Source: an optimization exercise on an open RTL-to-GDS flow (aim: small area). Production flows keep margins and buffers that such runs may drop.
Function was checked by simulation only, so behaviour that the tests miss may differ from the original.
No activity file was given, so power comes from the tool's default toggle rates.

==> config.mk <==
export PLATFORM = sky130hd
export DESIGN_NAME = shooter_top
export DESIGN_NICKNAME = shooter_top
export VERILOG_FILES = /design/flow/design.v
export SDC_FILE = /design/flow/constraint.sdc
export NUM_CORES = 4
export LEC_CHECK = 0
export CAP_MARGIN = 20
export CORE_MARGIN = 2
export CORE_UTILIZATION = 60
export CTS_BUF_LIST = sky130_fd_sc_hd__clkbuf_4
export CTS_CLUSTER_DIAMETER = 40
export CTS_CLUSTER_SIZE = 10
export SLEW_MARGIN = 20
export SYNTH_HIERARCHICAL = 1
==> constraint.sdc <==
create_clock -name core_clock -period 20.0 [get_ports {CLK}]
set_input_delay 4.0000 -clock core_clock [delete_from_list [all_inputs] [get_ports {CLK}]]
set_output_delay 4.0000 -clock core_clock [all_outputs]
set_load 0.01 [all_outputs]
==> design.v <==
`default_nettype none
package shooter_pkg;
	typedef logic [3:0] heading_t;    
	typedef logic [8:0] dist_t;       
	typedef logic [3:0] points_t;
	typedef logic [19:0] bcd_score_t;
	typedef enum logic [1:0] {
		WPN_SPREAD,    
		WPN_TRIPLE,    
		WPN_CANNON     
	} weapon_t;
	typedef enum logic [1:0] {
		EN_BRUTE,
		EN_RAIDER,
		EN_DART,
		EN_TITAN
	} enemy_t;
	typedef enum logic [2:0] {
		ST_IDLE,
		ST_FIRE,
		ST_SPAWN,
		ST_MOVE,
		ST_SWEEP,
		ST_DONE
	} step_state_t;
	localparam int SCORE_DIGITS = 5;
	localparam dist_t RANGE_AXIS = 9'd240;    
	localparam dist_t RANGE_DIAG = 9'd340;    
	localparam dist_t RANGE_SKEW = 9'd260;    
	localparam dist_t BREACH_DIST = 9'd15;
	localparam logic [15:0] SPAWN_SEED = 16'hace1;
endpackage
`default_nettype wire
`timescale 1ns/1ns
`default_nettype none
import shooter_pkg::*;
module pilot_controls
(
	input  logic     CLK,
	input  logic     RESET,
	input  logic     fire,             
	input  logic     rotate_cw,
	input  logic     rotate_ccw,
	input  logic     weapon_switch,
	input  logic     fire_take,        
	output shooter_pkg::heading_t heading,
	output logic [1:0]weapon,
	output logic     fire_pending
);
	logic [3:0] sync_a;       
	logic [3:0] sync_b;
	logic [3:0] sync_prev;    
	logic [3:0] press;
	always_ff @(posedge CLK) begin
		if (RESET) begin
			sync_a <= '1;           
			sync_b <= '1;
			sync_prev <= '1;
		end else begin
			sync_a <= {weapon_switch, rotate_ccw, rotate_cw, fire};
			sync_b <= sync_a;
			sync_prev <= sync_b;
		end
	end
	assign press = sync_prev & ~sync_b;    
	function automatic logic [1:0] next_weapon(logic [1:0] w);
		case (w)
			WPN_SPREAD: next_weapon = WPN_TRIPLE;
			WPN_TRIPLE: next_weapon = WPN_CANNON;
			default:    next_weapon = WPN_SPREAD;
		endcase
	endfunction
	always_ff @(posedge CLK) begin
		if (RESET) begin
			heading <= '0;
			weapon <= WPN_SPREAD;
			fire_pending <= 1'b0;
		end else begin
			heading <= heading + {3'd0, press[2]} - {3'd0, press[1]};
			if (press[3])
				weapon <= next_weapon(weapon);
			if (press[0])
				fire_pending <= 1'b1;    
			else if (fire_take)
				fire_pending <= 1'b0;
		end
	end
endmodule
`default_nettype wire
`timescale 1ns/1ns
`default_nettype none
module step_sequencer
(
	input  logic       CLK,
	input  logic       RESET,
	output logic [5:0] tick_cnt,
	output logic       started,      
	output logic       step_done
);
	always_ff @(posedge CLK) begin
		if (RESET) begin
			tick_cnt <= '0;
			started <= 1'b0;
		end else begin
			tick_cnt <= tick_cnt + 1'b1;
			if (tick_cnt == 6'd63)
				started <= 1'b1;
		end
	end
	assign step_done = started && (tick_cnt == 6'd23);
endmodule
`default_nettype wire
`timescale 1ns/1ns
`default_nettype none
module bullet_pool
(
	input  logic       CLK,
	input  logic [5:0] tick_cnt,
	input  logic       started,
	input  logic       fire_take,
	input  logic [1:0] weapon,
	input  logic [3:0] heading,
	input  logic       hit,
	output logic       probe_valid,
	output logic [3:0] probe_heading,
	output logic [8:0] probe_dist,
	output logic [1:0] probe_weapon
);
	localparam int NA = 16;
	localparam int NB = 4;
	localparam logic [7:0] DOOMED = 8'd64;
	logic [11:0] ring_a [NA];
	logic [11:0] ring_b [NB];
	logic [3:0] shot_head;
	logic [1:0] shot_wpn;
	logic [2:0] kidx;       
	logic        sweep;
	logic        in_b;
	logic [11:0] cur;
	logic [7:0]  code;
	logic        fill;
	logic [7:0]  pcode;
	logic        last;
	logic [7:0]  ncode;
	logic [11:0] wr;
	function automatic logic [3:0] shot_ofs(logic [2:0] k);
		case (k)
			3'd0:    shot_ofs = 4'd2;
			3'd1:    shot_ofs = 4'd14;
			3'd2:    shot_ofs = 4'd1;
			3'd3:    shot_ofs = 4'd15;
			default: shot_ofs = 4'd0;
		endcase
	endfunction
	function automatic logic [2:0] first_shot(logic [1:0] w);
		case (w)
			2'd0:    first_shot = 3'd0;
			2'd1:    first_shot = 3'd2;
			default: first_shot = 3'd4;
		endcase
	endfunction
	function automatic logic [7:0] first_code(logic [1:0] w);
		case (w)
			2'd0:    first_code = 8'd1;
			2'd1:    first_code = 8'd65;
			default: first_code = 8'd161;
		endcase
	endfunction
	function automatic logic [1:0] code_wpn(logic [7:0] c);
		if (c[7] && (c[6] || c[5]))
			code_wpn = 2'd2;
		else if (c[7] || c[6])
			code_wpn = 2'd1;
		else
			code_wpn = 2'd0;
	endfunction
	function automatic logic [8:0] code_dist(logic [7:0] c);
		case (code_wpn(c))
			2'd0:    code_dist = 9'(7 * {3'd0, c[5:0]});
			2'd1:    code_dist = 9'(5 * {1'b0, c} + 192);
			default: code_dist = 9'({c[6:0], 2'b00} + 9'd384);
		endcase
	endfunction
	function automatic logic [8:0] range_of(logic [3:0] h);
		if (h[1:0] == 2'b00)
			range_of = 9'd240;
		else if (!h[0])
			range_of = 9'd340;
		else
			range_of = 9'd260;
	endfunction
	assign sweep = started && (tick_cnt >= 6'd3) && (tick_cnt <= 6'd22);
	assign in_b = (tick_cnt >= 6'd19);
	assign cur = in_b ? ring_b[0] : ring_a[0];
	assign code = cur[11:4];
	assign fill = (code == 8'd0) && (kidx < 3'd5);
	always_comb begin
		if (fill) begin
			probe_valid = sweep;
			probe_heading = shot_head + shot_ofs(kidx);
			pcode = first_code(shot_wpn);
		end else begin
			probe_valid = sweep && (code != 8'd0) && (code != DOOMED);
			probe_heading = cur[3:0];
			pcode = code;
		end
		probe_weapon = code_wpn(pcode);
		probe_dist = code_dist(pcode);
	end
	assign last = (probe_dist >= range_of(probe_heading));
	assign ncode = last ? DOOMED : pcode + 8'd1;
	assign wr = {(probe_valid && !hit) ? ncode : 8'd0, probe_heading};
	always_ff @(posedge CLK) begin
		for (int i = 0; i < NA - 1; i++)
			ring_a[i] <= ring_a[i + 1];
		for (int i = 0; i < NB - 1; i++)
			ring_b[i] <= ring_b[i + 1];
		if (!started) begin
			ring_a[NA - 1] <= {8'd0, ring_a[0][3:0]};
			ring_b[NB - 1] <= {8'd0, ring_b[0][3:0]};
		end else begin
			ring_a[NA - 1] <= (sweep && !in_b) ? wr : ring_a[0];
			ring_b[NB - 1] <= (sweep && in_b) ? wr : ring_b[0];
		end
	end
	always_ff @(posedge CLK) begin
		if (started && tick_cnt == 6'd0) begin
			shot_head <= heading;
			shot_wpn <= weapon;
			kidx <= fire_take ? first_shot(weapon) : 3'd5;
		end else if (sweep && fill) begin
			kidx <= kidx + 3'd1;
		end
	end
endmodule
`default_nettype wire
`timescale 1ns/1ns
`default_nettype none
module enemy_pool
(
	input  logic       CLK,
	input  logic       RESET,
	input  logic [5:0] tick_cnt,
	input  logic       started,
	input  logic       probe_valid,
	input  logic [3:0] probe_heading,
	input  logic [8:0] probe_dist,
	input  logic [1:0] probe_weapon,
	output logic       hit,
	output logic       kill,
	output logic [1:0] kill_type
);
	localparam int N = 8;
	logic [17:0] ring [N];
	logic [15:0] lfsr;
	logic        spawned;
	logic [N-1:0] match;
	logic [N-1:0] sel;
	logic [4:0]   hcode;
	logic [3:0]   health;
	logic [3:0]   damage;
	logic [4:0]   newcode;
	logic [17:0]  wr;
	function automatic logic [1:0] code_type(logic [4:0] c);
		if (c[4])
			code_type = 2'd3;
		else if (!c[3])
			code_type = 2'd0;
		else if (!c[2])
			code_type = 2'd1;
		else
			code_type = 2'd2;
	endfunction
	function automatic logic [3:0] code_health(logic [4:0] c);
		if (c[4])
			code_health = c[3:0];
		else if (!c[3])
			code_health = {1'b0, c[2:0]};
		else
			code_health = {2'b00, c[1:0]};
	endfunction
	function automatic logic [4:0] spawn_code(logic [1:0] t);
		case (t)
			2'd0:    spawn_code = 5'b00110;
			2'd1:    spawn_code = 5'b01011;
			2'd2:    spawn_code = 5'b01110;
			default: spawn_code = 5'b11111;
		endcase
	endfunction
	function automatic logic [3:0] enemy_speed(logic [1:0] t);
		case (t)
			2'd0:    enemy_speed = 4'd3;
			2'd1:    enemy_speed = 4'd4;
			2'd2:    enemy_speed = 4'd5;
			default: enemy_speed = 4'd1;
		endcase
	endfunction
	function automatic logic [8:0] range_of(logic [3:0] h);
		if (h[1:0] == 2'b00)
			range_of = 9'd240;
		else if (!h[0])
			range_of = 9'd340;
		else
			range_of = 9'd260;
	endfunction
	function automatic logic le9(logic [8:0] a, logic [8:0] b);
		logic gt;
		gt = 1'b0;
		for (int i = 0; i < 9; i++)
			gt = (a[i] & ~b[i]) | (a[i] & gt) | (~b[i] & gt);
		le9 = ~gt;
	endfunction
	always_comb begin
		logic [2:0] start;
		logic       found;
		start = 3'(-tick_cnt[2:0]);    
		for (int p = 0; p < N; p++)
			match[p] = probe_valid && (ring[p][17:13] != 5'd0) &&
				(ring[p][12:9] == probe_heading) && le9(ring[p][8:0], probe_dist);
		begin
			logic [N-1:0] hi;
			logic [N-1:0] pick;
			for (int i = 0; i < N; i++)
				hi[i] = match[i] && (3'(i) >= start);
			pick = (hi != '0) ? hi : match;
			for (int i = 0; i < N; i++) begin
				sel[i] = pick[i];
				for (int j = 0; j < i; j++)
					if (pick[j])
						sel[i] = 1'b0;
			end
			found = (match != '0);
		end
		hit = found;
		hcode = '0;
		for (int p = 0; p < N; p++)
			if (sel[p])
				hcode = hcode | ring[p][17:13];
	end
	always_comb begin
		case (probe_weapon)
			2'd0:    damage = 4'd2;
			2'd1:    damage = 4'd3;
			default: damage = 4'd9;
		endcase
	end
	assign health = code_health(hcode);
	assign kill = hit && (damage >= health);
	assign kill_type = code_type(hcode);
	assign newcode = kill ? 5'd0 : 5'(hcode - {1'b0, damage});
	always_comb begin
		logic       spawn;
		logic [4:0] c;
		logic [3:0] h;
		logic [8:0] d;
		spawn = (ring[0][17:13] == 5'd0) && !spawned;
		c = spawn ? spawn_code(lfsr[5:4]) : ring[0][17:13];
		h = spawn ? lfsr[3:0] : ring[0][12:9];
		d = spawn ? range_of(lfsr[3:0]) : ring[0][8:0];
		wr = {(d < 9'd15) ? 5'd0 : c, h, 9'(d - {5'd0, enemy_speed(code_type(c))})};
	end
	logic pass;
	assign pass = (tick_cnt[5:3] == 3'd3);    
	always_ff @(posedge CLK) begin
		for (int p = 0; p < N - 1; p++) begin
			ring[p] <= ring[p + 1];
			if (sel[p + 1])
				ring[p][17:13] <= newcode;
		end
		if (sel[0])
			ring[N - 1] <= {newcode, ring[0][12:0]};
		else if (pass)
			ring[N - 1] <= wr;
		else if (!started && !tick_cnt[5])
			ring[N - 1] <= {5'd0, ring[0][12:0]};
		else
			ring[N - 1] <= ring[0];
	end
	always_ff @(posedge CLK) begin
		if (tick_cnt == 6'd23)
			spawned <= 1'b0;
		else if (pass && ring[0][17:13] == 5'd0)
			spawned <= 1'b1;
	end
	always_ff @(posedge CLK) begin
		if (RESET)
			lfsr <= 16'hace1;
		else if (tick_cnt == 6'd31)
			lfsr <= {lfsr[14:0], lfsr[15] ^ lfsr[13] ^ lfsr[12] ^ lfsr[10]};
	end
endmodule
`default_nettype wire
`timescale 1ns/1ns
`default_nettype none
module score_keeper
(
	input  logic        CLK,
	input  logic        RESET,
	input  logic        fire_take,
	input  logic        kill,
	input  logic [1:0]  kill_type,
	output logic [19:0] score_bcd
);
	function automatic logic [4:0] bcd_inc(logic [3:0] d, logic c);
		logic t;
		t = c & d[0];
		bcd_inc[0] = d[0] ^ c;
		bcd_inc[1] = d[1] ^ (t & ~d[3]);
		bcd_inc[2] = d[2] ^ (t & d[1]);
		bcd_inc[3] = d[3] ^ (t & (d[3] | (d[1] & d[2])));
		bcd_inc[4] = t & d[3];
	endfunction
	logic [3:0] add_units;
	logic       add_tens;
	logic [4:0] s0;
	logic       c0;
	logic [3:0] d0;
	logic [4:0] i1a;
	logic [4:0] i1b;
	logic [4:0] i2;
	logic [4:0] i3;
	logic [4:0] i4;
	always_comb begin
		add_tens = 1'b0;
		if (kill) begin
			case (kill_type)
				2'd0: add_units = 4'd6;
				2'd1: add_units = 4'd3;
				2'd2: add_units = 4'd2;
				default: begin
					add_units = 4'd5;
					add_tens = 1'b1;
				end
			endcase
		end else begin
			add_units = {3'd0, fire_take};
		end
	end
	assign s0 = {1'b0, score_bcd[3:0]} + {1'b0, add_units};
	assign c0 = (s0 >= 5'd10);
	assign d0 = c0 ? 4'(s0 + 5'd6) : s0[3:0];
	assign i1a = bcd_inc(score_bcd[7:4], add_tens);
	assign i1b = bcd_inc(i1a[3:0], c0);
	assign i2 = bcd_inc(score_bcd[11:8], i1a[4] | i1b[4]);
	assign i3 = bcd_inc(score_bcd[15:12], i2[4]);
	assign i4 = bcd_inc(score_bcd[19:16], i3[4]);
	always_ff @(posedge CLK) begin
		if (RESET)
			score_bcd <= '0;
		else
			score_bcd <= {i4[3:0], i3[3:0], i2[3:0], i1b[3:0], d0};
	end
endmodule
`default_nettype wire
`timescale 1ns/1ns
`default_nettype none
module shooter_top #(
	parameter int TICK_CYCLES = 64,
	parameter int BULLET_SLOTS = 20,
	parameter int ENEMY_SLOTS = 8
) (
	input  logic                   CLK,
	input  logic                   RESET,
	input  logic                   fire,
	input  logic                   rotate_cw,
	input  logic                   rotate_ccw,
	input  logic                   weapon_switch,
	output shooter_pkg::heading_t  heading,
	output logic [1:0] weapon,
	output shooter_pkg::bcd_score_t score_bcd,
	output logic                   kill,
	output logic [1:0]  kill_type,
	output logic                   step_done
);
	logic       fire_pending;
	logic       fire_take;
	logic [5:0] tick_cnt;
	logic       started;
	logic       probe_valid;
	logic [3:0] probe_heading;
	logic [8:0] probe_dist;
	logic [1:0] probe_weapon;
	logic       hit;
	pilot_controls u_pilot_controls (
		.CLK(CLK), .RESET(RESET),
		.fire(fire), .rotate_cw(rotate_cw), .rotate_ccw(rotate_ccw),
		.weapon_switch(weapon_switch), .fire_take(fire_take),
		.heading(heading), .weapon(weapon), .fire_pending(fire_pending)
	);
	step_sequencer u_step_sequencer (
		.CLK(CLK), .RESET(RESET),
		.tick_cnt(tick_cnt), .started(started), .step_done(step_done)
	);
	assign fire_take = started && (tick_cnt == 6'd0) && fire_pending;
	bullet_pool u_bullet_pool (
		.CLK(CLK), .tick_cnt(tick_cnt), .started(started),
		.fire_take(fire_take), .weapon(weapon), .heading(heading), .hit(hit),
		.probe_valid(probe_valid), .probe_heading(probe_heading),
		.probe_dist(probe_dist), .probe_weapon(probe_weapon)
	);
	enemy_pool u_enemy_pool (
		.CLK(CLK), .RESET(RESET), .tick_cnt(tick_cnt), .started(started),
		.probe_valid(probe_valid), .probe_heading(probe_heading),
		.probe_dist(probe_dist), .probe_weapon(probe_weapon),
		.hit(hit), .kill(kill), .kill_type(kill_type)
	);
	score_keeper u_score_keeper (
		.CLK(CLK), .RESET(RESET),
		.fire_take(fire_take), .kill(kill), .kill_type(kill_type),
		.score_bcd(score_bcd)
	);
endmodule
`default_nettype wire
==> flow/run.sh <==
#!/bin/bash
# The standard layout with two changes: clock tree synthesis adds no dummy
# loads, and the port buffers are the smallest buffer. CTS_ARGS repeats
# config.mk's CTS_* values, which it replaces.
set -euo pipefail
export CTS_ARGS="-sink_clustering_enable -repair_clock_nets -sink_clustering_size 10 -sink_clustering_max_diameter 40 -buf_list sky130_fd_sc_hd__clkbuf_4 -dont_use_dummy_load"
export BUFFER_PORTS_ARGS="-buffer_cell sky130_fd_sc_hd__buf_1"
bash standard.sh > standard_flow.log 2>&1
==> standard.sh <==
#!/bin/bash
# synth_recipe.tcl (not shown) runs the flow's synth.tcl, then flattens the netlist and writes it again
# the make line also repeats each setting of config.mk as NAME=value (left out here)
make -C /OpenROAD-flow-scripts/flow DESIGN_CONFIG=/design/flow/config.mk WORK_HOME=/design/flow/orfs CLKGATE_MAP_FILE= SYNTH_SCRIPT=/design/flow/synth_recipe.tcl "${@:-finish}"
==> results by group, run 1 <==
Clock tree
  – CTS sink cnt: 456
  – CTS tree: yes
  – Cts bufs inserted: 57
  – Setup bufs post-CTS: 0
  – CTS resizes: 0
  – Worst-path clk slew: 0.11 ns
  – Clock tree buffer depth: 3
  – Root Buffer: clkbuf_4
  – H-Tree Depth: 2
  – Number of hold buffers added after CTS: 0
  – Clock latency (worst-skew pair): 0.71 ns

Setup path
  – Critical Path Source: u_step_sequencer.tick_cnt[2]$_SDFF_PP0_
  – Slowest stage delay, CP: 0.92 ns
  – Worst Path Required: 16.00 ns
  – Slowest-stage cell, CP: mux2i_1
  – FF-to-FF path depth: 50
  – Critical path's top delay family: compound AO/OA/AOI/OAI gates
  – Critical Path End Type: output pin
  – CP bufs+invs: 3
  – Startpoint types: flop
  – Critical path arrival: 11.40 ns
  – FF-to-FF Start: u_step_sequencer.tick_cnt[2]$_SDFF_PP0_
  – Critical path fanouts, max: 14
  – Crit path kind: flop to output pin
  – Reg-to-reg slack, setup: 5.36 ns
  – Crit path depth: 32
  – RR Endpoint: u_score_keeper.score_bcd[17]$_SDFF_PP0_
  – Crit path top cell by count: a21oi_1
  – CP Capture Point: kill

Worst hold path
  – Hold Crit Class: flop to flop

Global routing
  – Number of global-route vias before repair: 10,810
  – Largest net degree at the start of global routing: 66
  – Total GRT Usage: 24.42%
  – Total congestion overflow: 0
  – Initial antenna violation count: 1
  – First-pass GRT wire length: 56,810 um

Synthesis
  – Xor/xnor share of the synthesized area: 3.742%
  – Commonest cells in the netlist: dfxtp_1, nand2_1, nor2_1
  – Post-synth EDFFs: 9
  – Seq cells post-synth: 456
  – Mux contribution to synthesized area: 4.345%
  – Mapped Cells: 1,547
  – Ys async rst share: 0%
  – Synth unique cells: 108
  – Sequential share of the synthesized area: 54.82%
  – YS warnings: 14
  – Most used DFF post-synth: dfxtp_1
  – Synth Area in Compound Gates: 14.43%
  – Yosys top cell by area: dfxtp_1
  – Top-count cell post-synth: dfxtp_1
  – Top cells by area, synth: dfxtp_1, ha_1, mux2_2, nand2_1, a21oi_1
  – Yosys top cell area share: 53.21%
  – Syn Std Cell Area: 0.01682 mm^2
  – Mean Syn Cell Area: 10.87 um^2
  – Mapped Nets: 1,628
  – Largest family of logic cells by synthesized area: compound AO/OA/AOI/OAI gates
  – Adder-Cell Fraction of Synth Area: 6.443%
  – Area share of and/or/nand/nor cells after synthesis: 13.29%

Cells and area
  – Ratio of cells with drive above 1 in the final layout: 11.53%
  – Fin area: 0.01774 mm^2
  – Area Overhead vs Synth: 5.461%
  – Final Util: 64.02%
  – Nets@finish: 1,688
  – Final Non-Filler Cells: 1,986

STA
  – RSZ-0062 raised after global routing: no
  – Final setup fails: 0
  – Max Clock Freq: 64.93 MHz
  – Worst Hold Slack: 0.3051 ns
  – Clock skew: 0.06645 ns
  – Max Slew Vio Count: 0
  – Setup TNS: 0 ns
  – Least-Margin Pin Slew: 1.029 ns
  – Final Hold Viols: 0
  – Max-slew headroom: 29.43%
  – Worst setup margin: 4.599 ns
  – Period utilization: 77.00%
  – Period minus WS final: 15.40 ns

Pwr
  – PwrDens: 76.67 mW/mm^2
  – Peak VDD IR: 0.04658 mV
  – Leakage: 7.277 nW
  – Power consumption: 1.360 mW

Floorplanning
  – Die height: 171.4 um
  – Site Rows: 61
  – I/O pins: 36
  – Initial core utilization: 60.70%
  – Full die area: 0.02938 mm^2
  – Die Span X: 171.4 um
  – Core area: 0.02771 mm^2

Route
  – Pre-antenna DRT Iters: 7
  – Antenna-violating nets left: 0
  – Routed WL: 35,280 um
  – Via density: 5.676
  – DRC viols: 0
  – Starting DRC count in detailed routing: 799
  – Total number of vias: 11,270
  – Wire per inst: 17.76 um

Run status
  – Status: no timing/DRC/antenna violations

Placement
  – # placed instances: 1,926
  – Final GP Congestion: 0.9691
  – DP Wirelength: 25,500 um
  – Post-DP Area: 0.01730 mm^2
  – Port Buffers: 35
  – Dpl ws: 5.505 ns

Job
  – MaxCap Viol Count: 0
logic make-up (layout without fill, tap and decap cells):
family                   after synthesis  after routing
AND/OR/NAND/NOR                      427            427
buffers and inverters                120            178
adder cells (fa/ha/maj)               82             82
other                                  0              3
AO/OA/AOI/OAI                        326            326
flip-flops                           456            456
XOR/XNOR                              71             71
multiplexers                          65             65
modules after synthesis, one instance, submodules excluded:
module	flip-flops and latches	copies in the design
bullet_pool	249	1
enemy_pool	161	1
score_keeper	20	1
pilot_controls	19	1
step_sequencer	7	1
shooter_top	0	1
cells in the final DEF, fill, tap and decap left out, types with 20 or more instances in the layout:
cell,n
a21o_1,20
a21oi_1,71
buf_1,34
clkbuf_4,57
dfxtp_1,447
ha_1,65
inv_1,66
mux2_2,48
nand2_1,107
nand2b_1,29
nand3_1,21
nor2_1,92
nor2b_1,36
nor3_1,20
o21ai_0,47
xnor2_1,36
xor2_1,34
sequential cells by signal (all words and copies together) (netlist names):
| name | cells |
|---|---|
| u_bullet_pool.shot_head | 4 |
| u_pilot_controls.sync_b | 4 |
| u_step_sequencer.started | 1 |
| u_pilot_controls.heading | 4 |
| u_bullet_pool.ring_b | 48 |
| u_pilot_controls.weapon | 2 |
| u_bullet_pool.kidx | 3 |
| u_bullet_pool.ring_a | 192 |
| u_enemy_pool.spawned | 1 |
| u_score_keeper.score_bcd | 20 |
| u_pilot_controls.sync_a | 4 |
| u_enemy_pool.lfsr | 16 |
| u_bullet_pool.shot_wpn | 2 |
| u_pilot_controls.sync_prev | 4 |
| u_pilot_controls.fire_pending | 1 |
| u_step_sequencer.tick_cnt | 6 |
| u_enemy_pool.ring | 144 |
worst min-delay path by stage:
stage	startpoint	endpoint	slack, ns	depth (start not counted)
after floorplan	u_bullet_pool.ring_a[1][0]$_DFF_P_	u_bullet_pool.ring_a[0][0]$_DFF_P_	0.31	0
after global placement	u_bullet_pool.ring_b[3][6]$_SDFF_PN0_	u_bullet_pool.ring_b[2][6]$_DFF_P_	0.31	0
after detailed placement	u_bullet_pool.ring_a[11][8]$_DFF_P_	u_bullet_pool.ring_a[10][8]$_DFF_P_	0.31	0
after CTS	u_enemy_pool.ring[4][10]$_DFF_P_	u_enemy_pool.ring[3][10]$_DFF_P_	0.30	0
after global routing	u_enemy_pool.ring[4][10]$_DFF_P_	u_enemy_pool.ring[3][10]$_DFF_P_	0.30	0
final	u_enemy_pool.ring[4][10]$_DFF_P_	u_enemy_pool.ring[3][10]$_DFF_P_	0.31	0
worst register-to-register path, delay by kind of cell (launching register included):
kind,cells,cell delay (ns)
buf+inv,3,0.55
fa+ha+maj,10,2.85
compound gates,19,5.13
simple gates,12,3.29
flops,1,0.51
xor+xnor,3,0.62
mux,3,1.58
per-layer routing:
metal  GRT usage (%)  vias up  routed length [um]
li1                -     5556                   -
met1           35.55     5287               17310
met2           36.35      355               14940
met3           4.349       74                2022
met4           8.806        0                1005
met5               0        -                   0
area by class of cell:
cell class              instances  area, um^2
well taps                     378       473.0
diodes                          3       7.507
repair buffers                 47       222.7
multi-input cells             971        7106
flip-flops and latches        456        9219
fillers                      2292        9970
clock buffers                  57       427.9
inverters                      74       280.3
report_power, final:
| part | internal, mW | switching (mW) |
|---|---|---|
| combinational | 0.0157 | 0.0195 |
| clock | 0.130 | 0.265 |
| sequential | 0.919 | 0.0106 |
==> run 2: changes to the inputs <==
--- a/design.v
+++ b/design.v
@@ -115,6 +115,7 @@
 module bullet_pool
 (
 	input  logic       CLK,
+	input  logic       RESET,
 	input  logic [5:0] tick_cnt,
 	input  logic       started,
 	input  logic       fire_take,
@@ -134,11 +135,13 @@
 	logic [3:0] shot_head;
 	logic [1:0] shot_wpn;
 	logic [2:0] kidx;       
+	logic       swept;      
 	logic        sweep;
 	logic        in_b;
 	logic [11:0] cur;
 	logic [7:0]  code;
 	logic        fill;
+	logic        is_free;
 	logic [7:0]  pcode;
 	logic        last;
 	logic [7:0]  ncode;
@@ -193,14 +196,15 @@
 	assign in_b = (tick_cnt >= 6'd19);
 	assign cur = in_b ? ring_b[0] : ring_a[0];
 	assign code = cur[11:4];
-	assign fill = (code == 8'd0) && (kidx < 3'd5);
+	assign is_free = !swept || (code == 8'd0);    
+	assign fill = is_free && (kidx < 3'd5);
 	always_comb begin
 		if (fill) begin
 			probe_valid = sweep;
 			probe_heading = shot_head + shot_ofs(kidx);
 			pcode = first_code(shot_wpn);
 		end else begin
-			probe_valid = sweep && (code != 8'd0) && (code != DOOMED);
+			probe_valid = sweep && !is_free && (code != DOOMED);
 			probe_heading = cur[3:0];
 			pcode = code;
 		end
@@ -215,13 +219,14 @@
 			ring_a[i] <= ring_a[i + 1];
 		for (int i = 0; i < NB - 1; i++)
 			ring_b[i] <= ring_b[i + 1];
-		if (!started) begin
-			ring_a[NA - 1] <= {8'd0, ring_a[0][3:0]};
-			ring_b[NB - 1] <= {8'd0, ring_b[0][3:0]};
-		end else begin
-			ring_a[NA - 1] <= (sweep && !in_b) ? wr : ring_a[0];
-			ring_b[NB - 1] <= (sweep && in_b) ? wr : ring_b[0];
-		end
+		ring_a[NA - 1] <= (sweep && !in_b) ? wr : ring_a[0];
+		ring_b[NB - 1] <= (sweep && in_b) ? wr : ring_b[0];
+	end
+	always_ff @(posedge CLK) begin
+		if (RESET)
+			swept <= 1'b0;
+		else if (started && tick_cnt == 6'd23)
+			swept <= 1'b1;
 	end
 	always_ff @(posedge CLK) begin
 		if (started && tick_cnt == 6'd0) begin
@@ -493,7 +498,7 @@
 	);
 	assign fire_take = started && (tick_cnt == 6'd0) && fire_pending;
 	bullet_pool u_bullet_pool (
-		.CLK(CLK), .tick_cnt(tick_cnt), .started(started),
+		.CLK(CLK), .RESET(RESET), .tick_cnt(tick_cnt), .started(started),
 		.fire_take(fire_take), .weapon(weapon), .heading(heading), .hit(hit),
 		.probe_valid(probe_valid), .probe_heading(probe_heading),
 		.probe_dist(probe_dist), .probe_weapon(probe_weapon)
--- a/flow/run.sh
+++ b/flow/run.sh
@@ -5,4 +5,5 @@
 set -euo pipefail
 export CTS_ARGS="-sink_clustering_enable -repair_clock_nets -sink_clustering_size 10 -sink_clustering_max_diameter 40 -buf_list sky130_fd_sc_hd__clkbuf_4 -dont_use_dummy_load"
 export BUFFER_PORTS_ARGS="-buffer_cell sky130_fd_sc_hd__buf_1"
+export RECOVER_POWER=100
 bash standard.sh > standard_flow.log 2>&1
==> run 2 against run 1 <==
Now fails the layout checks on max-capacitance violations, max-slew violations. Via count up 2.4%. Global-route usage down 0.26 points. Die area about the same. Sequential power about the same. Combinational power up 8.5%. Critical path depth up 3. First-iteration DRC count down 1.0%. Final area down 0.37%. Clock power up 2%. Largest power group unchanged.
==> results by group, run 2 <==
Run status
  – Status: complete, but fails checks
  – Blocking Checks: max-capacitance violations, max-slew violations

Synthesis
  – YS warnings: 14
  – Seq cells post-synth: 457
  – Synth unique cells: 102
  – Commonest cells in the netlist: dfxtp_1, nor2_1, nand2_1
  – Largest family of logic cells by synthesized area: compound AO/OA/AOI/OAI gates
  – Adder-Cell Fraction of Synth Area: 6.379%
  – Syn Std Cell Area: 0.01683 mm^2
  – Area share of and/or/nand/nor cells after synthesis: 13.41%
  – Ys async rst share: 0%
  – Post-synth EDFFs: 9
  – Mapped Cells: 1,569
  – Xor/xnor share of the synthesized area: 3.688%
  – Mux contribution to synthesized area: 4.268%
  – Most used DFF post-synth: dfxtp_1
  – Sequential share of the synthesized area: 54.90%
  – Mapped Nets: 1,649
  – Top-count cell post-synth: dfxtp_1
  – Mean Syn Cell Area: 10.73 um^2
  – Yosys top cell by area: dfxtp_1
  – Yosys top cell area share: 53.29%
  – Top cells by area, synth: dfxtp_1, ha_1, mux2_2, nor2_1, a21oi_1
  – Synth Area in Compound Gates: 14.41%

Setup path
  – Critical path arrival: 12.60 ns
  – Critical Path End Type: output pin
  – CP Capture Point: kill
  – Reg-to-reg slack, setup: 3.77 ns
  – Slowest stage delay, CP: 1.61 ns
  – Crit path top cell by count: o21ai_0
  – Worst Path Required: 16.00 ns
  – Crit path kind: flop to output pin
  – FF-to-FF path depth: 53
  – FF-to-FF Start: u_step_sequencer.tick_cnt[2]$_SDFF_PP0_
  – Startpoint types: flop
  – Critical Path Source: u_step_sequencer.tick_cnt[2]$_SDFF_PP0_
  – RR Endpoint: u_score_keeper.score_bcd[17]$_SDFF_PP0_
  – Critical path fanouts, max: 18
  – Slowest-stage cell, CP: a21boi_0

STA
  – Period minus WS final: 16.60 ns
  – Max-slew headroom: -82.40%
  – Setup TNS: 0 ns
  – Least-Margin Pin Slew: 2.736 ns
  – RSZ-0062 raised after global routing: no
  – Max Clock Freq: 60.24 MHz
  – Clock skew: 0.1289 ns
  – Max Slew Vio Count: 89
  – Final Hold Viols: 0
  – Worst Hold Slack: 0.2599 ns
  – Final setup fails: 0
  – Period utilization: 83.00%

Global routing
  – Total GRT Usage: 24.16%
  – Number of global-route vias before repair: 10,940
  – Total congestion overflow: 0
  – Initial antenna violation count: 1
  – Largest net degree at the start of global routing: 70
  – First-pass GRT wire length: 56,270 um

Pwr
  – Power consumption: 1.375 mW
  – Leakage: 7.240 nW
  – PwrDens: 77.83 mW/mm^2
  – Peak VDD IR: 0.05065 mV

Cells and area
  – Top Registers: u_bullet_pool.ring_a (192), u_enemy_pool.ring (144), u_bullet_pool.ring_b (48)
  – Max FFs per register: 192
  – Most common cell after layout, fill and taps aside: dfxtp_1
  – Largest reg by FF count: u_bullet_pool.ring_a
  – Nets@finish: 1,708
  – Fin area: 0.01767 mm^2
  – Most frequent cells in the layout: dfxtp_1, nor2_1, nand2_1
  – Ratio of cells with drive above 1 in the final layout: 9.779%
  – Fillers: 2,307
  – Area Overhead vs Synth: 4.996%

Route
  – Total number of vias: 11,550
  – DRC viols: 0
  – Routed WL: 35,500 um
  – Starting DRC count in detailed routing: 791
  – Met3 wire len: 2211 um
  – M1 WL: 16,590 um
  – Uppermost layer routed: met4
  – Pre-antenna DRT Iters: 6
  – Met2 wire len: 15,490 um
  – Antenna-violating nets left: 0
  – Via density: 5.755
  – Wire per inst: 17.70 um

Clock tree
  – Worst-path clk slew: 0.11 ns
  – CTS resizes: 0
  – H-Tree Depth: 2
  – Clock tree buffer depth: 3
  – Root Buffer: clkbuf_4
  – CTS tree: yes
  – Setup bufs post-CTS: 0
  – Number of hold buffers added after CTS: 0
  – Cts bufs inserted: 59
  – CTS sink cnt: 457
  – Clock latency (worst-skew pair): 0.76 ns

Placement
  – Final GP Congestion: 0.9437
  – Port Buffers: 35
  – Post-DP Area: 0.01729 mm^2
  – DP Wirelength: 25,400 um

Job
  – MaxCap Viol Count: 2

Floorplanning
  – Initial core utilization: 60.74%
  – Site Rows: 61
  – I/O pins: 36
  – Core area: 0.02771 mm^2
  – Full die area: 0.02940 mm^2
  – Die height: 171.5 um
  – Die Span X: 171.5 um

Worst hold path
  – Hold Crit Class: flop to flop
  – Worst Min Path Start: u_enemy_pool.ring[7][8]$_DFF_P_
[run 2: routing by layer]
metal  vias to the layer above  track usage (%)
li1                       5653                -
met1                      5440            33.99
met2                       368            37.04
met3                        84            3.935
met4                         0            9.985
met5                         -                0
[run 2: kinds of logic (layout without fill, tap and decap cells)]
kind of cell / Yosys count / count (layout)
buf+inv: 120 / 177
compound gates: 335 / 335
fa+ha+maj: 82 / 82
simple gates: 440 / 440
xor+xnor: 70 / 70
mux: 65 / 65
flops: 457 / 457
other cells: 0 / 2
[run 2: through the flow]
step	util, %	cells	worst slack, ns
2_1_floorplan	-	1569	7.787
3_3_place_gp	62.42	1945	5.777
3_5_place_dp	62.42	1945	5.431
4_1_cts	64.02	2004	4.709
5_1_grt	63.77	2005	2.082
6_report	63.78	2006	3.400
[run 2: Yosys stat by module (local to each module, per instance)]
module / flip-flops and latches / area (um^2) / copies in the design / cells
bullet_pool: 250 / 7320 / 1 / 565
score_keeper: 20 / 1207 / 1 / 138
enemy_pool: 161 / 7308 / 1 / 772
pilot_controls: 19 / 693.2 / 1 / 63
step_sequencer: 7 / 276.5 / 1 / 28
shooter_top: 0 / 23.77 / 1 / 3
[run 2: cell type report]
cell class                 instances  area (um^2)  share of cell area [%]
tap                              378        473.0                   2.677
sequential                       457         9239                   52.29
multi-input combinational        992         7039                   39.84
inverter                          71        266.5                   1.508
antenna                            2        5.005                 0.02832
clock buffer                      59        442.9                   2.507
timing repair buffer              47        203.9                   1.154
[run 2: how the worst min path moves through the flow]
stage / to / depth (start not counted)
6_report: u_enemy_pool.ring[6][8]$_DFF_P_ / 0
5_1_grt: u_enemy_pool.ring[6][8]$_DFF_P_ / 0
4_1_cts: u_bullet_pool.ring_b[0][1]$_DFF_P_ / 0
3_5_place_dp: u_bullet_pool.ring_a[3][6]$_DFF_P_ / 0
3_3_place_gp: u_bullet_pool.ring_a[2][0]$_DFF_P_ / 0
2_1_floorplan: u_bullet_pool.ring_a[0][0]$_DFF_P_ / 0
[run 2: power breakdown]
group | total, mW | internal (mW) | switching (mW)
registers | 0.933 | 0.922 | 0.0106
logic | 0.0382 | 0.0167 | 0.0215
clock network | 0.404 | 0.135 | 0.270
total | 1.38 | 1.07 | 0.302
[run 2: worst max-delay path, delay by kind of cell, from the launching register on]
kind                     cells  cell delay [ns]
AO/OA/AOI/OAI               21             7.94
AND/OR/NAND/NOR              6             1.23
flip-flops                   1             0.48
adder cells (fa/ha/maj)      3             0.91
buffers and inverters        4             1.24
XOR/XNOR                     1             0.09
==> run 3: changes to the inputs <==
--- a/flow/run.sh
+++ b/flow/run.sh
@@ -5,5 +5,4 @@
 set -euo pipefail
 export CTS_ARGS="-sink_clustering_enable -repair_clock_nets -sink_clustering_size 10 -sink_clustering_max_diameter 40 -buf_list sky130_fd_sc_hd__clkbuf_4 -dont_use_dummy_load"
 export BUFFER_PORTS_ARGS="-buffer_cell sky130_fd_sc_hd__buf_1"
-export RECOVER_POWER=100
 bash standard.sh > standard_flow.log 2>&1
--- a/config.mk
+++ b/config.mk
@@ -5,11 +5,12 @@
 export SDC_FILE = /design/flow/constraint.sdc
 export NUM_CORES = 4
 export LEC_CHECK = 0
-export CAP_MARGIN = 20
+export CAP_MARGIN = 10
 export CORE_MARGIN = 2
 export CORE_UTILIZATION = 60
 export CTS_BUF_LIST = sky130_fd_sc_hd__clkbuf_4
 export CTS_CLUSTER_DIAMETER = 40
 export CTS_CLUSTER_SIZE = 10
-export SLEW_MARGIN = 20
+export GPL_TIMING_DRIVEN = 0
+export SLEW_MARGIN = 10
 export SYNTH_HIERARCHICAL = 1
==> run 3 against run 2 <==
The run now finishes clean. Utilization grew 0.75 points. Final area is 1.2% higher. Global-route usage down 0.48 points. Worst hold slack better by 0.036 ns. Critical path depth increased by 2. Synthesized area unchanged. Sequential share of layout area decreased by 0.61 points. Cell count grew 1.7%. Non-clock buffer count grew 38. Clock-buffer cell count is 2 lower. Die area is the same. Critical path type unchanged. Largest power group unchanged.
==> results by group, run 3 <==
Worst hold path
  – Hold path depth: 0
  – Hold Path End: u_bullet_pool.ring_a[8][5]$_DFF_P_
  – Hold Crit Class: flop to flop
  – Worst Min Path Start: u_bullet_pool.ring_a[9][5]$_DFF_P_

Setup path
  – Slowest-stage cell, CP: a2111oi_0
  – Startpoint types: flop
  – Critical path fanouts, max: 13
  – Crit path kind: flop to output pin
  – FF-to-FF Start: u_step_sequencer.tick_cnt[0]$_SDFF_PP0_
  – Reg-to-reg slack, setup: 5.05 ns
  – RR Endpoint: u_score_keeper.score_bcd[17]$_SDFF_PP0_
  – FF-to-FF path depth: 56
  – Worst Path Required: 16.00 ns
  – Critical path arrival: 11.36 ns
  – Slowest stage delay, CP: 0.80 ns
  – Crit path top cell by count: o21ai_0
  – Critical Path End Type: output pin

Clock tree
  – CTS resizes: 0
  – Clock tree buffer depth: 3
  – Number of hold buffers added after CTS: 0
  – Setup bufs post-CTS: 0
  – Root Buffer: clkbuf_4
  – H-Tree Depth: 2
  – CTS tree: yes
  – Cts bufs inserted: 57
  – Clock latency (worst-skew pair): 0.70 ns
  – Worst-path clk slew: 0.08 ns
  – CTS sink cnt: 457

Floorplanning
  – Core area: 0.02771 mm^2
  – Initial core utilization: 60.74%
  – Die height: 171.5 um
  – Full die area: 0.02940 mm^2
  – Site Rows: 61
  – Die Span X: 171.5 um
  – I/O pins: 36

Pwr
  – Peak VDD IR: 0.03958 mV
  – Net Sw Frac: 21.84%
  – PwrDens: 76.53 mW/mm^2
  – Clock share of power: 29.0%
  – Leakage: 7.320 nW
  – Combinational share of power: 2.9%
  – Switch Pwr: 0.2988 mW
  – Pint: 1.070 mW
  – Sequential share of power: 68.1%

Cells and area
  – Top Registers: u_bullet_pool.ring_a (192), u_enemy_pool.ring (144), u_bullet_pool.ring_b (48)
  – Max FFs per register: 192
  – Largest reg by FF count: u_bullet_pool.ring_a
  – Most common cell after layout, fill and taps aside: dfxtp_1
  – Most frequent cells in the layout: dfxtp_1, nor2_1, nand2_1
  – Nets@finish: 1,744
  – Final Util: 64.53%
  – Ratio of cells with drive above 1 in the final layout: 10.77%
  – Area Overhead vs Synth: 6.238%

Synthesis
  – Ys async rst share: 0%
  – YS warnings: 14
  – Mean Syn Cell Area: 10.73 um^2
  – Mapped Cells: 1,569
  – Mapped Nets: 1,649
  – Post-synth EDFFs: 9
  – Top-count cell post-synth: dfxtp_1
  – Synth unique cells: 102
  – Sequential share of the synthesized area: 54.90%
  – Yosys top cell area share: 53.29%
  – Commonest cells in the netlist: dfxtp_1, nor2_1, nand2_1
  – Seq cells post-synth: 457
  – Most used DFF post-synth: dfxtp_1
  – Top cells by area, synth: dfxtp_1, ha_1, mux2_2, nor2_1, a21oi_1
  – Syn Std Cell Area: 0.01683 mm^2
  – Yosys top cell by area: dfxtp_1

Global routing
  – Met2 GRT Util: 36.60%
  – Total GRT Usage: 23.68%
  – First-pass GRT wire length: 55,500 um
  – Met1 usage: 33.85%
  – Number of global-route vias before repair: 10,950
  – Largest net degree at the start of global routing: 19
  – Met3 GRT Util: 4.050%
  – Total congestion overflow: 0
  – Initial antenna violation count: 1
  – Most Crowded Layer GR: met2

STA
  – Max Clock Freq: 65.12 MHz
  – Period utilization: 76.79%
  – Max Slew Vio Count: 0
  – Least-Margin Pin Slew: 0.9428 ns
  – Clock skew: 0.06851 ns
  – Worst setup margin: 4.643 ns
  – Final Hold Viols: 0
  – Max-slew headroom: 36.66%
  – RSZ-0062 raised after global routing: no
  – Setup TNS: 0 ns
  – Final setup fails: 0
  – Period minus WS final: 15.36 ns

Placement
  – Dpl ws: 5.276 ns
  – Final GP Congestion: 0.9109
  – Port Buffers: 35
  – DP Wirelength: 25,260 um

Route
  – DRC viols: 0
  – Pre-antenna DRT Iters: 5
  – Routed WL: 34,770 um
  – Total number of vias: 11,580
  – Wire per inst: 17.04 um
  – Via density: 5.673
  – Antenna-violating nets left: 0
  – Starting DRC count in detailed routing: 776

Job
  – MaxCap Viol Count: 0

Run status
  – Status: no timing/DRC/antenna violations
==> run 3: layout make-up <==
type | count | area [um^2]
Inverter | 71 | 266.5
Multi-Input combinational cell | 992 | 7093
Sequential cell | 457 | 9239
Antenna cell | 1 | 2.502
Timing Repair Buffer | 36 | 146.4
Buffer | 49 | 230.2
Clock buffer | 57 | 427.9
Tap cell | 378 | 473.0
Fill cell | 2267 | 9827
==> run 3: per-module statistics from Yosys (local to each module, per instance) <==
| module | times used | flip-flops and latches | cells | area [um^2] |
|---|---|---|---|---|
| score_keeper | 1 | 20 | 138 | 1207 |
| bullet_pool | 1 | 250 | 565 | 7320 |
| pilot_controls | 1 | 19 | 63 | 693.2 |
| shooter_top | 1 | 0 | 3 | 23.77 |
| step_sequencer | 1 | 7 | 28 | 276.5 |
| enemy_pool | 1 | 161 | 772 | 7308 |
==> run 3: how the worst max path moves through the flow <==
stage | start | end | cells after the start
5_1_grt | u_step_sequencer.tick_cnt[1]$_SDFF_PP0_ | kill | 37
6_report | u_step_sequencer.tick_cnt[0]$_SDFF_PP0_ | kill | 37
4_1_cts | u_step_sequencer.tick_cnt[1]$_SDFF_PP0_ | kill | 38
2_1_floorplan | u_step_sequencer.tick_cnt[0]$_SDFF_PP0_ | u_score_keeper.score_bcd[17]$_SDFF_PP0_ | 55
3_3_place_gp | u_step_sequencer.tick_cnt[0]$_SDFF_PP0_ | u_score_keeper.score_bcd[17]$_SDFF_PP0_ | 57
3_5_place_dp | u_step_sequencer.tick_cnt[1]$_SDFF_PP0_ | u_score_keeper.score_bcd[17]$_SDFF_PP0_ | 56
==> run 3: logic make-up after synthesis <==
logic type                 after synthesis  share of synthesized area, %
muxes                                   65                         4.268
buffers and inverters                  120                         2.952
DFF                                    457                         54.90
xor gates and xnor gates                70                         3.688
and+or+nand+nor                        440                         13.41
AOI/OAI and AO/OA                      335                         14.41
adders and majority gates               82                         6.379
==> run 3: worst max-delay path, delay by kind of cell (launching register included) <==
kind / cells / cell delay (ns)
compound gates: 19 / 5.72
buf+inv: 7 / 2.09
simple gates: 7 / 1.45
fa+ha+maj: 3 / 0.75
flops: 1 / 0.47
xor+xnor: 1 / 0.18
==> run 3: power groups by stage <==
stage | registers, mW | clock network (mW) | logic, mW
after floorplan | 0.951 | 0 | 0.0283
after global routing | 0.934 | 0.449 | 0.0443
after detailed placement | 0.953 | 0 | 0.0391
after CTS | 0.932 | 0.413 | 0.0393
final | 0.932 | 0.397 | 0.0393
after global placement | 0.952 | 0 | 0.0379
==> run 3: layer usage <==
layer	share of wire [%]	vias up
met1	48	5454
met3	5.9	58
li1	-	5711
met4	2.3	0
met2	44	356
met5	0	-
==> run 3: stage by stage <==
step	hold slack, ns	instances	area (um^2)	total power, mW
floorplan	0.3096	1569	16830	0.9789
global placement	0.3095	1982	17430	0.9904
detailed placement	0.3121	1983	17450	0.9918
CTS	0.2854	2040	17880	1.384
global route	0.2900	2041	17880	1.427
finish	0.2959	2041	17880	1.368
==> run 4: changes to the inputs <==
--- a/config.mk
+++ b/config.mk
@@ -5,12 +5,12 @@
 export SDC_FILE = /design/flow/constraint.sdc
 export NUM_CORES = 4
 export LEC_CHECK = 0
-export CAP_MARGIN = 10
+export CAP_MARGIN = 20
 export CORE_MARGIN = 2
 export CORE_UTILIZATION = 60
 export CTS_BUF_LIST = sky130_fd_sc_hd__clkbuf_4
 export CTS_CLUSTER_DIAMETER = 40
 export CTS_CLUSTER_SIZE = 10
-export GPL_TIMING_DRIVEN = 0
-export SLEW_MARGIN = 10
+export PLACE_DENSITY = 0.75
+export SLEW_MARGIN = 20
 export SYNTH_HIERARCHICAL = 1
==> run 4 against run 3 <==
Clock skew is 0.033 ns higher. Maximum frequency is 1.1% higher. Critical path depth is 3 lower. Still clean. First-iteration DRC count rose by 3.6%. Routed wire length shrank 1.1%. Global-route usage is essentially flat. Non-clock buffer count decreased by 39.
==> results by group, run 4 <==
Global routing
  – Largest net degree at the start of global routing: 70
  – Initial antenna violation count: 1
  – Number of global-route vias before repair: 10,900
  – Total congestion overflow: 0
  – First-pass GRT wire length: 55,620 um
  – Total GRT Usage: 23.68%

STA
  – Least-Margin Pin Slew: 0.9494 ns
  – Final Hold Viols: 0
  – Period utilization: 75.92%
  – Max Slew Vio Count: 0
  – RSZ-0062 raised after global routing: no
  – Clock skew: 0.1019 ns
  – Setup TNS: 0 ns
  – Max-slew headroom: 36.70%
  – Final setup fails: 0
  – Worst setup margin: 4.815 ns
  – Max Clock Freq: 65.86 MHz
  – Period minus WS final: 15.18 ns

Clock tree
  – CTS sink cnt: 457
  – Clock tree buffer depth: 3
  – Number of hold buffers added after CTS: 0
  – Cts bufs inserted: 59
  – Worst-path clk slew: 0.10 ns
  – Setup bufs post-CTS: 0
  – Root Buffer: clkbuf_4
  – CTS resizes: 0
  – H-Tree Depth: 2
  – CTS tree: yes
  – Clock latency (worst-skew pair): 0.74 ns

Setup path
  – Startpoint types: flop
  – Worst Path Required: 16.00 ns
  – Crit path kind: flop to output pin
  – Slowest-stage cell, CP: nor3_1
  – Critical path fanouts, max: 18
  – Reg-to-reg slack, setup: 5.35 ns
  – Crit path top cell by count: a21oi_1
  – Critical Path End Type: output pin
  – Critical path arrival: 11.18 ns
  – Slowest stage delay, CP: 0.73 ns

Cells and area
  – Area Overhead vs Synth: 5.368%
  – Largest reg by FF count: u_bullet_pool.ring_a
  – Top Registers: u_bullet_pool.ring_a (192), u_enemy_pool.ring (144), u_bullet_pool.ring_b (48)
  – Nets@finish: 1,707
  – Most common cell after layout, fill and taps aside: dfxtp_1
  – Max FFs per register: 192
  – Most frequent cells in the layout: dfxtp_1, nor2_1, nand2_1
  – Ratio of cells with drive above 1 in the final layout: 10.89%

Synthesis
  – Syn Std Cell Area: 0.01683 mm^2
  – Mapped Cells: 1,569
  – Post-synth EDFFs: 9
  – Synth unique cells: 102
  – Sequential share of the synthesized area: 54.90%
  – Ys async rst share: 0%
  – Yosys top cell by area: dfxtp_1
  – Top-count cell post-synth: dfxtp_1
  – Yosys top cell area share: 53.29%
  – Mean Syn Cell Area: 10.73 um^2
  – Commonest cells in the netlist: dfxtp_1, nor2_1, nand2_1
  – Most used DFF post-synth: dfxtp_1
  – YS warnings: 14
  – Mapped Nets: 1,649
  – Seq cells post-synth: 457
  – Top cells by area, synth: dfxtp_1, ha_1, mux2_2, nor2_1, a21oi_1

Route
  – Total number of vias: 11,530
  – Starting DRC count in detailed routing: 804
  – Routed WL: 34,400 um
  – DRC viols: 0
  – Antenna-violating nets left: 0
  – Wire per inst: 17.17 um
  – Via density: 5.754
  – Pre-antenna DRT Iters: 5

Placement
  – DP Wirelength: 24,840 um
  – Final GP Congestion: 0.9376
  – Dpl ws: 5.560 ns
  – Port Buffers: 35

Floorplanning
  – Site Rows: 61
  – I/O pins: 36
  – Die Span X: 171.5 um
  – Initial core utilization: 60.74%
  – Full die area: 0.02940 mm^2
  – Core area: 0.02771 mm^2
  – Die height: 171.5 um

Pwr
  – Leakage: 7.268 nW
  – Peak VDD IR: 0.05443 mV
  – PwrDens: 77.36 mW/mm^2

Worst hold path
  – Hold Crit Class: flop to flop

Job
  – MaxCap Viol Count: 0

Run status
  – Status: no timing/DRC/antenna violations
## run 4: cell count changes in the layout (fill, tap and decap cells not counted), moves of 2 or more
cell / delta
buf_4: +10
buf_2: -10
clkbuf_1: -32
buf_1: -3
buf_6: -4
clkbuf_4: +2
## run 4: where the power goes
part / switching (mW) / internal, mW
registers: 0.0110 / 0.922
logic: 0.0222 / 0.0167
clock network: 0.265 / 0.135
## run 4: final timing paths
kind                                            from                                 endpoint  cells after the start
min              u_bullet_pool.ring_a[15][3]$_DFF_P_      u_bullet_pool.ring_a[14][3]$_DFF_P_                      0
min reg2reg      u_bullet_pool.ring_a[15][3]$_DFF_P_      u_bullet_pool.ring_a[14][3]$_DFF_P_                      0
max          u_step_sequencer.tick_cnt[2]$_SDFF_PP0_                                     kill                     34
max reg2reg  u_step_sequencer.tick_cnt[2]$_SDFF_PP0_  u_score_keeper.score_bcd[17]$_SDFF_PP0_                     52
## run 4: cell families (layout without fill, tap and decap cells)
group	Yosys count	in the layout	synth area share, %
DFF	457	457	54.90
and+or+nand+nor	440	440	13.41
AOI/OAI and AO/OA	335	335	14.41
buffers and inverters	120	176	2.952
adders and majority gates	82	82	6.379
xor gates and xnor gates	70	70	3.688
muxes	65	65	4.268
other	0	1	0
## run 4: worst max-delay path: cells and delay by family (launching register included)
family	cells	cell delay, ns
DFF	1	0.48
adders and majority gates	3	1.18
and+or+nand+nor	8	2.87
AOI/OAI and AO/OA	18	4.95
xor gates and xnor gates	1	0.10
buffers and inverters	4	0.93
## run 4: stage by stage
stage	area [um^2]	power, mW	hold slack, ns	instances	util (%)
after floorplan	16830	0.9789	0.3096	1569	-
after global placement	17290	0.9909	0.3100	1944	62.39
after detailed placement	17290	0.9922	0.3121	1944	62.39
after CTS	17730	1.389	0.2860	2003	63.99
after global routing	17730	1.430	0.2878	2004	64.00
final	17730	1.372	0.2731	2004	64.00
## run 4: per-layer routing
layer / up-vias / share of wire (%) / GRT usage, %
li1: 5641 / - / -
met1: 5468 / 46 / 32.44
met2: 347 / 45 / 37.68
met3: 76 / 5.8 / 3.889
met4: 0 / 3.3 / 9.064
met5: - / 0 / 0
## run 4: final cells by class
cell class	instances	area, um^2
antenna	1	2.502
clock buffer	59	442.9
fill	2223	9973
inverter	71	266.5
multi-input combinational	992	7093
sequential	457	9239
tap	378	473.0
timing repair buffer	46	215.2
## run 4: Yosys stat by module, one instance, submodules excluded
module,cell area [um^2],flip-flops and latches,copies in the design
score_keeper,1207,20,1
step_sequencer,276.5,7,1
pilot_controls,693.2,19,1
enemy_pool,7308,161,1
shooter_top,23.77,0,1
bullet_pool,7320,250,1
==> run 5: changes to the inputs <==
--- a/config.mk
+++ b/config.mk
@@ -11,6 +11,5 @@
 export CTS_BUF_LIST = sky130_fd_sc_hd__clkbuf_4
 export CTS_CLUSTER_DIAMETER = 40
 export CTS_CLUSTER_SIZE = 10
-export PLACE_DENSITY = 0.75
 export SLEW_MARGIN = 20
 export SYNTH_HIERARCHICAL = 1
==> run 5 against run 4 <==
Still clean. Clock power rose by 1%. Global-route usage up 0.48 points. Cell count about the same. Synthesized cell count is the same. Non-clock buffer count up 1. Setup slack got worse by 0.086 ns. Sequential share of layout area hardly changed. Via count is 0.19% higher. Critical path depth did not move. Highest routed layer unchanged.
==> results by group, run 5 <==
Floorplanning
  – Site Rows: 61
  – Full die area: 0.02940 mm^2
  – Die height: 171.5 um
  – Core area: 0.02771 mm^2
  – Initial core utilization: 60.74%
  – Die Span X: 171.5 um
  – I/O pins: 36

STA
  – Max Slew Vio Count: 0
  – Final setup fails: 0
  – Final Hold Viols: 0
  – Max Clock Freq: 65.49 MHz
  – Period minus WS final: 15.27 ns
  – Max-slew headroom: 34.21%
  – Clock skew: 0.1285 ns
  – Worst Hold Slack: 0.2566 ns
  – Setup TNS: 0 ns
  – RSZ-0062 raised after global routing: no
  – Least-Margin Pin Slew: 0.9619 ns
  – Period utilization: 76.35%

Worst hold path
  – Hold Crit Class: flop to flop
  – Hold path depth: 0
  – Hold Path End: u_enemy_pool.ring[6][8]$_DFF_P_
  – Worst Min Path Start: u_enemy_pool.ring[7][8]$_DFF_P_

Setup path
  – Reg-to-reg slack, setup: 5.31 ns
  – Slowest stage delay, CP: 0.75 ns
  – FF-to-FF path depth: 52
  – Startpoint types: flop
  – Critical path arrival: 11.27 ns
  – Worst Path Required: 16.00 ns
  – FF-to-FF Start: u_step_sequencer.tick_cnt[2]$_SDFF_PP0_
  – RR Endpoint: u_score_keeper.score_bcd[17]$_SDFF_PP0_
  – Critical Path End Type: output pin
  – Crit path kind: flop to output pin
  – Slowest-stage cell, CP: nor3_1
  – Critical path fanouts, max: 18
  – Crit path top cell by count: a21oi_1

Synthesis
  – Syn Std Cell Area: 0.01683 mm^2
  – Seq cells post-synth: 457
  – Mapped Cells: 1,569
  – Top cells by area, synth: dfxtp_1, ha_1, mux2_2, nor2_1, a21oi_1
  – Yosys top cell area share: 53.29%
  – Ys async rst share: 0%
  – Post-synth EDFFs: 9
  – Sequential share of the synthesized area: 54.90%
  – Synth unique cells: 102
  – Commonest cells in the netlist: dfxtp_1, nor2_1, nand2_1
  – Mean Syn Cell Area: 10.73 um^2
  – Most used DFF post-synth: dfxtp_1
  – Yosys top cell by area: dfxtp_1
  – YS warnings: 14
  – Mapped Nets: 1,649
  – Top-count cell post-synth: dfxtp_1

Cells and area
  – Most common cell after layout, fill and taps aside: dfxtp_1
  – Area Overhead vs Synth: 5.413%
  – Ratio of cells with drive above 1 in the final layout: 10.95%
  – Fillers: 2,290
  – Largest reg by FF count: u_bullet_pool.ring_a
  – Final Non-Filler Cells: 2,005
  – Most frequent cells in the layout: dfxtp_1, nor2_1, nand2_1
  – Final Util: 64.03%
  – Nets@finish: 1,708
  – Max FFs per register: 192
  – Top Registers: u_bullet_pool.ring_a (192), u_enemy_pool.ring (144), u_bullet_pool.ring_b (48)

Route
  – Pre-antenna DRT Iters: 7
  – Starting DRC count in detailed routing: 786
  – DRC viols: 0
  – Via density: 5.763
  – Total number of vias: 11,550
  – Wire per inst: 17.69 um
  – Routed WL: 35,480 um
  – Antenna-violating nets left: 0

Global routing
  – Largest net degree at the start of global routing: 70
  – Total GRT Usage: 24.16%
  – Total congestion overflow: 0
  – Number of global-route vias before repair: 10,940
  – Initial antenna violation count: 1
  – First-pass GRT wire length: 56,270 um

Clock tree
  – Root Buffer: clkbuf_4
  – CTS sink cnt: 457
  – CTS resizes: 0
  – H-Tree Depth: 2
  – CTS tree: yes
  – Worst-path clk slew: 0.10 ns
  – Clock tree buffer depth: 3
  – Clock latency (worst-skew pair): 0.75 ns
  – Number of hold buffers added after CTS: 0
  – Setup bufs post-CTS: 0
  – Cts bufs inserted: 59

Run status
  – Status: no timing/DRC/antenna violations

Placement
  – DP Wirelength: 25,400 um
  – Final GP Congestion: 0.9437
  – Port Buffers: 35
  – # placed instances: 1,945

Pwr
  – Peak VDD IR: 0.05064 mV
  – PwrDens: 77.48 mW/mm^2
  – Power consumption: 1.374 mW
  – Leakage: 7.272 nW

Job
  – MaxCap Viol Count: 0
-- run 5: cell families (layout without fill, tap and decap cells) --
| kind of cell | Yosys count | in the layout | synth area share, % |
|---|---|---|---|
| flops | 457 | 457 | 54.90 |
| simple gates | 440 | 440 | 13.41 |
| compound gates | 335 | 335 | 14.41 |
| buf+inv | 120 | 177 | 2.952 |
| fa+ha+maj | 82 | 82 | 6.379 |
| xor+xnor | 70 | 70 | 3.688 |
| mux | 65 | 65 | 4.268 |
| other cells | 0 | 1 | 0 |
-- run 5: per-module statistics from Yosys, one instance, submodules excluded --
module | cells | area, um^2 | flip-flops and latches
enemy_pool | 772 | 7308 | 161
score_keeper | 138 | 1207 | 20
shooter_top | 3 | 23.77 | 0
step_sequencer | 28 | 276.5 | 7
bullet_pool | 565 | 7320 | 250
pilot_controls | 63 | 693.2 | 19
-- run 5: metal layers --
| layer | routed length [um] | part of all wire, % | track usage, % | vias up |
|---|---|---|---|---|
| met5 | 0 | 0 | 0 | - |
| met4 | 1256 | 3.5 | 9.985 | 0 |
| met3 | 2230 | 6.3 | 3.935 | 91 |
| met2 | 15450 | 44 | 37.04 | 366 |
| met1 | 16540 | 47 | 33.99 | 5450 |
| li1 | - | - | - | 5647 |
-- run 5: layout make-up --
| type | count | area [um^2] | area share, % |
|---|---|---|---|
| multi-input combinational | 992 | 7093 | 39.98 |
| sequential | 457 | 9239 | 52.08 |
| timing repair buffer | 47 | 222.7 | 1.255 |
| clock buffer | 59 | 442.9 | 2.497 |
| inverter | 71 | 266.5 | 1.502 |
| antenna | 1 | 2.502 | 0.01411 |
| tap | 378 | 473.0 | 2.666 |
-- run 5: metrics by stage --
stage / area [um^2] / worst slack [ns]
finish: 17740 / 4.730
floorplan: 16830 / 7.787
detailed placement: 17290 / 5.431
global route: 17740 / 3.607
CTS: 17740 / 4.709
global placement: 17290 / 5.777
-- run 5: critical path: cells and delay by family (launching register included) --
kind / cells / cell delay, ns
flops: 1 / 0.49
xor+xnor: 1 / 0.10
simple gates: 8 / 2.91
compound gates: 18 / 4.97
buf+inv: 4 / 0.94
fa+ha+maj: 3 / 1.16
-- run 5: how the worst max path moves through the flow --
stage | start | to | slack, ns | depth (start not counted)
global placement | u_step_sequencer.tick_cnt[2]$_SDFF_PP0_ | u_score_keeper.score_bcd[17]$_SDFF_PP0_ | 5.78 | 53
global route | u_step_sequencer.tick_cnt[2]$_SDFF_PP0_ | kill | 3.61 | 35
detailed placement | u_step_sequencer.tick_cnt[2]$_SDFF_PP0_ | u_score_keeper.score_bcd[17]$_SDFF_PP0_ | 5.43 | 52
CTS | u_step_sequencer.tick_cnt[2]$_SDFF_PP0_ | kill | 4.71 | 34
finish | u_step_sequencer.tick_cnt[2]$_SDFF_PP0_ | kill | 4.73 | 34
floorplan | u_step_sequencer.tick_cnt[0]$_SDFF_PP0_ | u_score_keeper.score_bcd[17]$_SDFF_PP0_ | 7.79 | 55
-- run 5: report_power, final --
part           total (mW)  switching, mW  internal [mW]
Combinational      0.0382         0.0215         0.0167
Sequential          0.933         0.0106          0.922
Clock               0.404          0.269          0.135
Total                1.37          0.301           1.07
==> run 6: changes to the inputs <==
--- a/config.mk
+++ b/config.mk
@@ -8,8 +8,7 @@
 export CAP_MARGIN = 20
 export CORE_MARGIN = 2
 export CORE_UTILIZATION = 60
-export CTS_BUF_LIST = sky130_fd_sc_hd__clkbuf_4
-export CTS_CLUSTER_DIAMETER = 40
-export CTS_CLUSTER_SIZE = 10
+export CTS_BUF_LIST = sky130_fd_sc_hd__clkbuf_8
+export CTS_CLUSTER_DIAMETER = 50
+export CTS_CLUSTER_SIZE = 20
 export SLEW_MARGIN = 20
-export SYNTH_HIERARCHICAL = 1
==> run 6 against run 5 <==
Still clean on timing, DRC and antenna. Setup slack better by 0.36 ns. Worst hold slack worse by 0.016 ns. Combinational power is 5.5% lower. Clock-buffer cell count is 1 lower. Via count is 1.4% higher. Critical path depth is 1 higher. Final area is 1.1% higher. First-iteration DRC count is 20% higher. Maximum frequency is 2.4% higher. Clock power is 1% lower. Largest cell class unchanged.
==> results by group, run 6 <==
Cells and area
  – Nets@finish: 1,726
  – Fin area: 0.01793 mm^2
  – Multi-input gate area: 0.007267 mm^2
  – Most common cell after layout, fill and taps aside: dfxtp_1
  – Most frequent cells in the layout: dfxtp_1, nand2_1, nor2_1
  – Largest reg by FF count: u_bullet_pool.ring_a
  – Ratio of cells with drive above 1 in the final layout: 10.53%

Pwr
  – Sequential share of power: 68.0%
  – Net Sw Frac: 21.78%
  – PwrDens: 75.96 mW/mm^2
  – Pint: 1.065 mW
  – Leakage: 7.433 nW

Route
  – Pre-antenna DRT Iters: 6
  – Met3 wire len: 2164 um
  – M1 WL: 17,300 um
  – Uppermost layer routed: met5
  – Wire per inst: 18.62 um
  – Total number of vias: 11,710
  – Antenna-violating nets left: 0
  – Routed WL: 37,490 um
  – Met2 wire len: 16,780 um
  – DRC viols: 0

Clock tree
  – Root Buffer: clkbuf_4
  – Clock latency (worst-skew pair): 0.73 ns
  – H-Tree Depth: 2
  – Cts bufs inserted: 58
  – Clock tree buffer depth: 3
  – CTS sink cnt: 457
  – Setup bufs post-CTS: 0
  – CTS tree: yes
  – Number of hold buffers added after CTS: 0

Floorplanning
  – Full die area: 0.02974 mm^2
  – Die height: 172.5 um
  – Initial core utilization: 61.12%
  – Core area: 0.02786 mm^2
  – I/O pins: 36
  – Site Rows: 61

STA
  – Period minus WS final: 14.92 ns
  – Max Clock Freq: 67.05 MHz
  – Clock skew: 0.1162 ns
  – Max-slew headroom: 30.00%

Worst hold path
  – Hold path depth: 0

Placement
  – Post-DP Area: 0.01747 mm^2
  – Port Buffers: 35
  – DP Wirelength: 27,040 um
  – Final GP Congestion: 0.9134

Setup path
  – RR Endpoint: u_score_keeper.score_bcd[17]$_SDFF_PP0_
  – FF-to-FF path depth: 53
  – Slowest stage delay, CP: 0.92 ns
  – Startpoint types: flop
  – Critical Path Source: u_step_sequencer.tick_cnt[0]$_SDFF_PP0_
  – Reg-to-reg slack, setup: 5.98 ns
  – Critical path fanouts, max: 17

Global routing
  – Largest net degree at the start of global routing: 57
  – Total GRT Usage: 25.37%

Synthesis
  – Mux contribution to synthesized area: 4.225%
  – YS warnings: 8
  – Most used DFF post-synth: dfxtp_1
  – Yosys top cell by area: dfxtp_1
  – Adder-Cell Fraction of Synth Area: 6.966%
  – Largest family of logic cells by synthesized area: compound AO/OA/AOI/OAI gates
  – Synth unique cells: 97
  – Commonest cells in the netlist: dfxtp_1, nand2_1, nor2_1
  – Xor/xnor share of the synthesized area: 3.601%
  – Mean Syn Cell Area: 10.72 um^2
  – Sequential share of the synthesized area: 54.26%
  – Top-count cell post-synth: dfxtp_1
  – Mapped Cells: 1,589
  – Syn Std Cell Area: 0.01703 mm^2
  – Post-synth EDFFs: 9

Run status
  – Status: no timing/DRC/antenna violations
-- run 6: worst min-delay path by stage --
stage / start / end / slack (ns)
floorplan: u_bullet_pool.ring_a[1][0]$_DFF_P_ / u_bullet_pool.ring_a[0][0]$_DFF_P_ / 0.31
global placement: u_bullet_pool.ring_a[4][3]$_DFF_P_ / u_bullet_pool.ring_a[3][3]$_DFF_P_ / 0.31
detailed placement: u_bullet_pool.ring_a[13][2]$_DFF_P_ / u_bullet_pool.ring_a[12][2]$_DFF_P_ / 0.31
CTS: u_bullet_pool.ring_a[1][8]$_DFF_P_ / u_bullet_pool.ring_a[0][8]$_DFF_P_ / 0.25
global route: u_bullet_pool.ring_a[1][8]$_DFF_P_ / u_bullet_pool.ring_a[0][8]$_DFF_P_ / 0.25
finish: u_bullet_pool.ring_a[1][8]$_DFF_P_ / u_bullet_pool.ring_a[0][8]$_DFF_P_ / 0.24
-- run 6: power groups by stage --
| stage | clock network, mW | registers, mW | logic [mW] |
|---|---|---|---|
| finish | 0.400 | 0.925 | 0.0361 |
| global route | 0.451 | 0.927 | 0.0400 |
| CTS | 0.418 | 0.925 | 0.0362 |
| detailed placement | 0 | 0.946 | 0.0359 |
| global placement | 0 | 0.946 | 0.0355 |
| floorplan | 0 | 0.945 | 0.0258 |
-- run 6: per-layer routing --
layer / up-vias / global-route usage, %
li1: 5702 / -
met5: - / 0
met4: 2 / 9.426
met1: 5541 / 35.08
met2: 380 / 39.95
met3: 85 / 4.349
-- run 6: cells by family (layout without fill, tap and decap cells) --
group | Yosys count | after routing
muxes | 65 | 65
DFF | 457 | 457
and+or+nand+nor | 420 | 420
buffers and inverters | 136 | 181
AOI/OAI and AO/OA | 354 | 354
adders and majority gates | 87 | 87
xor gates and xnor gates | 70 | 70
other | 0 | 2
-- run 6: cell type report --
type	count	area share, %
sequential	457	51.54
multi-input combinational	996	40.54
tap	378	2.638
clock buffer	58	2.429
inverter	77	1.626
timing repair buffer	46	1.201
antenna	2	0.02792
-- run 6: metrics by stage --
stage | util [%] | power [mW] | std cells | setup slack (ns)
floorplan | - | 0.9704 | 1589 | 7.727
global placement | 62.72 | 0.9816 | 1954 | 6.287
detailed placement | 62.72 | 0.9823 | 1954 | 5.970
CTS | 64.28 | 1.379 | 2012 | 5.111
global route | 64.35 | 1.417 | 2014 | 4.137
finish | 64.35 | 1.362 | 2014 | 5.085
-- run 6: critical path: cells and delay by family, from the launching register on --
family	cells	cell delay, ns
buffers and inverters	4	0.80
DFF	1	0.37
AOI/OAI and AO/OA	13	4.05
adders and majority gates	5	1.65
and+or+nand+nor	13	3.26

Setup slack of run 6, layout unchanged: 5.085 ns with ideal ports, 5.040 ns with driving cells assumed (clock clkbuf_16, inputs buf_2), 5.759 ns with port delays also shifted by the 0.719 ns mid clock arrival.
